Background: an optimization exercise with open tools, aiming at small area, a short achievable clock period and few clock cycles per item. Do not read the settings as production practice.
Function was checked by simulation only, so behaviour that the tests miss may differ from the original.
No activity file was given, so power comes from the tool's default toggle rates.

Design running_mean_stddev, start of the top module:
module running_mean_stddev #(
    parameter int MAX_COUNT   = 65536,
    parameter int FRAC_BITS   = 16
) (
    input  logic        aclk,
    input  logic        aresetn,
    input  logic        s_axis_tvalid,
    output logic        s_axis_tready,
    input  logic [15:0] s_axis_tdata,    
    input  logic        s_axis_tlast,
    output logic        m_axis_tvalid,
    input  logic        m_axis_tready,
    output logic [87:0] m_axis_tdata,    
    input  logic        psel,
    input  logic        penable,
    input  logic        pwrite,
    input  logic [1:0]  paddr,
    input  logic [31:0] pwdata,
    output logic [31:0] prdata,
    output logic        pready
);
Settings: LEC_CHECK=0, ABC_AREA=1, CAP_MARGIN=20, CORE_MARGIN=2, CORE_UTILIZATION=40, PLACE_DENSITY=0.7, SETUP_SLACK_MARGIN=5, SLEW_MARGIN=20; clock period 11.0 ns.
run.sh (not shown) runs the stock make flow with config.mk's settings and CLKGATE_MAP_FILE= SYNTH_SCRIPT=/design/flow/synth_recipe.tcl, a recipe that flattens the netlist after the stock synthesis.
The baseline finished with timing, DRC and antenna clean.
Testbench counts at the start, summed over its fixed seeds: cycles 12,376, items 320.
Next try:
PLACE_DENSITY = default   (was 0.7)
Critical path depth is unchanged.
Worst setup slack got worse by 0.13 ns.
Final area barely changes.
Cell count hardly moves.
Routed wire length increases by about 1.7%.
Total power barely changes.
Clock power hardly moves.
Hold slack stays flat.
Flip-flop and latch count does not change.
Count of clock-buffer cells in the layout grows by 6.
Combinational power is about the same.


Setup of job 101:
Another version of the RTL of running_mean_stddev (not shown whole).
Size in the first run: about 4800 cells after synthesis, ~45000 sq um of cells after synthesis.
export LEC_CHECK = 0
export ABC_AREA = 1
export CAP_MARGIN = 20
export CORE_MARGIN = 2
export CORE_UTILIZATION = 50
export PLACE_DENSITY = 0.7
export SETUP_SLACK_MARGIN = 5
export SLEW_MARGIN = 20
create_clock -name core_clock -period 11.0 [get_ports {aclk}]
Testbench counts of job 101, summed over its fixed seeds: cycles 12,376, items 320.
Inputs modified between job 101 and job 102:
Settings: PLACE_DENSITY no longer set, was 0.7; CTS_CLUSTER_SIZE now 30, previously not set.
## What came out
Job 102 and job 101 all finish clean. Job 102 -> job 101: clock insertion delay at the later pin of the skew report flat. For global-route met3 utilization, job 101 and job 102 come out practically identical. The number of nets at the end of the flow of job 102 and that of job 101 are within noise of each other. Total power: job 102 > job 101. Job 102 leaves more setup margin than job 101.
The inputs of job 103 differ from those of job 102 as listed below.
Settings: TNS_END_PERCENT: unset -> 20; CTS_CLUSTER_SIZE: 30 -> unset.
Findings:
- Changes observed in job 103 relative to job 102: non-clock buffer contribution to total cell area ~0 delta, sequential cell area ~0 delta, wire length reported by the detailed router ~0 delta.
- As far as core utilization is concerned, job 102 and job 103 perform about the same.


running_mean_stddev with an RTL version that a note above also has.
Size in the first run: ~4600 cells after synthesis, roughly 670 flip-flops.
clock: 11.0 ns
lec_check: 0
cap_margin: 20
core_margin: 2
core_utilization: 40
setup_slack_margin: 5
slew_margin: 20
Testbench counts at the start, summed over its fixed seeds: cycles 12,376, items 320.
Next try:
--- a/flow/config.mk
+++ b/flow/config.mk
@@ -7,0 +8 @@
+export ABC_AREA = 1
@@ -10 +11 @@
-export CORE_UTILIZATION = 40
+export CORE_UTILIZATION = 50
The changed run finished clean.
Setup slack is better by 0.23 ns.
Cell count drops slightly.
Worst hold slack is better by 0.014 ns.
Non-clock buffer count drops by 7.
Synthesized area drops by a few percent.
Clock-buffer cell count drops by 12.
Global-route usage climbs by 4.2 points.


before:
running_mean_stddev, a different RTL version from the one above (not shown whole).
Size: roughly 5,100 cells after synthesis, about 670 flip-flops, roughly 180 I/O pins, ~0.045 mm^2 of cells after synthesis.
Settings: LEC_CHECK=0, ABC_AREA=1, CAP_MARGIN=20, CORE_MARGIN=2, CORE_UTILIZATION=50, GPL_ROUTABILITY_DRIVEN=0, SETUP_SLACK_MARGIN=5, SLEW_MARGIN=20; clock period 11.0 ns.
Testbench counts of before, summed over its fixed seeds: cycles 12,376, items 320.
Inputs modified between before and after:
-- flow/config.mk --
<<< before, line 12
export GPL_ROUTABILITY_DRIVEN = 0
>>> after, line 12
[summary]
The area of the core was comparable across before and after. Diff before..after | minimum period implied by the final worst setup slack | unchanged. From before to after the numbers moved as follows: global-route met1 utilization ~0 delta, non-clock buffer count ~0 delta. after vs. before: number of clock buffer instances in the layout essentially unchanged; fraction of met2 tracks used by global routing essentially unchanged; via count essentially unchanged; static leakage essentially unchanged; die area essentially unchanged. From before to after, number of enable flip-flop cells after synthesis did not move at all. Re utilization of the core after routing: no difference whatsoever between before and after.


running_mean_stddev with an RTL version that a note above also has.
For scale: roughly 4800 cells after synthesis, roughly 180 I/O pins.
==> flow/design.v (excerpt) <==
module running_mean_stddev #(
    parameter int MAX_COUNT   = 65536,
    parameter int FRAC_BITS   = 16
) (
    input  logic        aclk,
    input  logic        aresetn,
    input  logic        s_axis_tvalid,
    output logic        s_axis_tready,
    input  logic [15:0] s_axis_tdata,    
    input  logic        s_axis_tlast,
    output logic        m_axis_tvalid,
    input  logic        m_axis_tready,
    output logic [87:0] m_axis_tdata,    
    input  logic        psel,
    input  logic        penable,
    input  logic        pwrite,
    input  logic [1:0]  paddr,
    input  logic [31:0] pwdata,
    output logic [31:0] prdata,
    output logic        pready
);
Settings: LEC_CHECK=0, ABC_AREA=1, CAP_MARGIN=20, CORE_MARGIN=2, CORE_UTILIZATION=45, SETUP_SLACK_MARGIN=5, SLEW_MARGIN=20; clock period 11.0 ns.
Testbench counts at the start, summed over its fixed seeds: cycles 12,376, items 320.
Change:
- CORE_UTILIZATION: 45 -> 50
- TNS_END_PERCENT: unset -> 0
=> Count of clock-buffer cells in the layout climbs by 9. Utilization climbs by 5.6 points. Area after synthesis does not change.
Change:
- TNS_END_PERCENT: 0 -> unset
Routed wire length barely changes.
Worst setup slack is worse by 0.0088 ns.
Synthesized cell count is unchanged.
Combinational power stays flat.
Change:
- CAP_MARGIN: 20 -> 10
- SLEW_MARGIN: 20 -> 10
Die area stays the same.
Area after synthesis does not change.
Wire length rises slightly.
Power rises slightly.
Utilization barely changes.
Design area stays flat.
Maximum frequency falls slightly.
Final cell count is about the same.
Register-to-register slack loses 0.03 ns.

## static timing again, ports no longer ideal
No port has a modelled driver above. Below, the same layouts with a new extraction and two added sets of constraints.
Step 1: set_driving_cell puts a clkbuf_16 on aclk and a buf_2 on each other input, an assumption about the parent block.
Step 2, shift: input delay + t, output delay - t, t = (earliest + latest rising clock arrival at the registers) / 2. This alone moves slack from input paths to output paths.
Three values: ideal, step 1, step 2; two values: the first two.
run	t (ns)	slack for setup (ns)	worst hold slack (ns)
the first run of note 1	0.692	5.454 / 5.454 / 5.454	0.431 / 0.431 / 0.431
the second run of note 1	0.710	5.323 / 5.323 / 5.162	0.430 / 0.430 / 0.430
job 101	0.702	5.406 / 5.406 / 5.379	0.428 / 0.428 / 0.428
job 102	0.690	5.515 / 5.515 / 5.290	0.418 / 0.418 / 0.418
job 103	0.687	5.523 / 5.523 / 5.282	0.418 / 0.418 / 0.418
the first run of note 3	0.705	5.268 / 5.268 / 4.758	0.412 / 0.412 / 0.412
the second run of note 3	0.714	5.503 / 5.503 / 5.381	0.427 / 0.427 / 0.427
before	0.698	5.605 / 5.605 / 5.233	0.428 / 0.428 / 0.428
after	0.698	5.605 / 5.605 / 5.233	0.428 / 0.428 / 0.428
the first run of note 5	0.701	5.397 / 5.397 / 5.397	0.432 / 0.432 / 0.432
the second run of note 5	0.687	5.523 / 5.523 / 5.282	0.418 / 0.418 / 0.418
the third run of note 5	0.690	5.515 / 5.515 / 5.290	0.418 / 0.418 / 0.418
the fourth run of note 5	0.700	5.481 / 5.481 / 5.052	0.428 / 0.428 / 0.428
After both steps setup and hold are still met in every run listed. The setup slack of the first run of note 3, which loses most, moves by 0.000 ns with the drivers and by -0.510 ns with both steps.
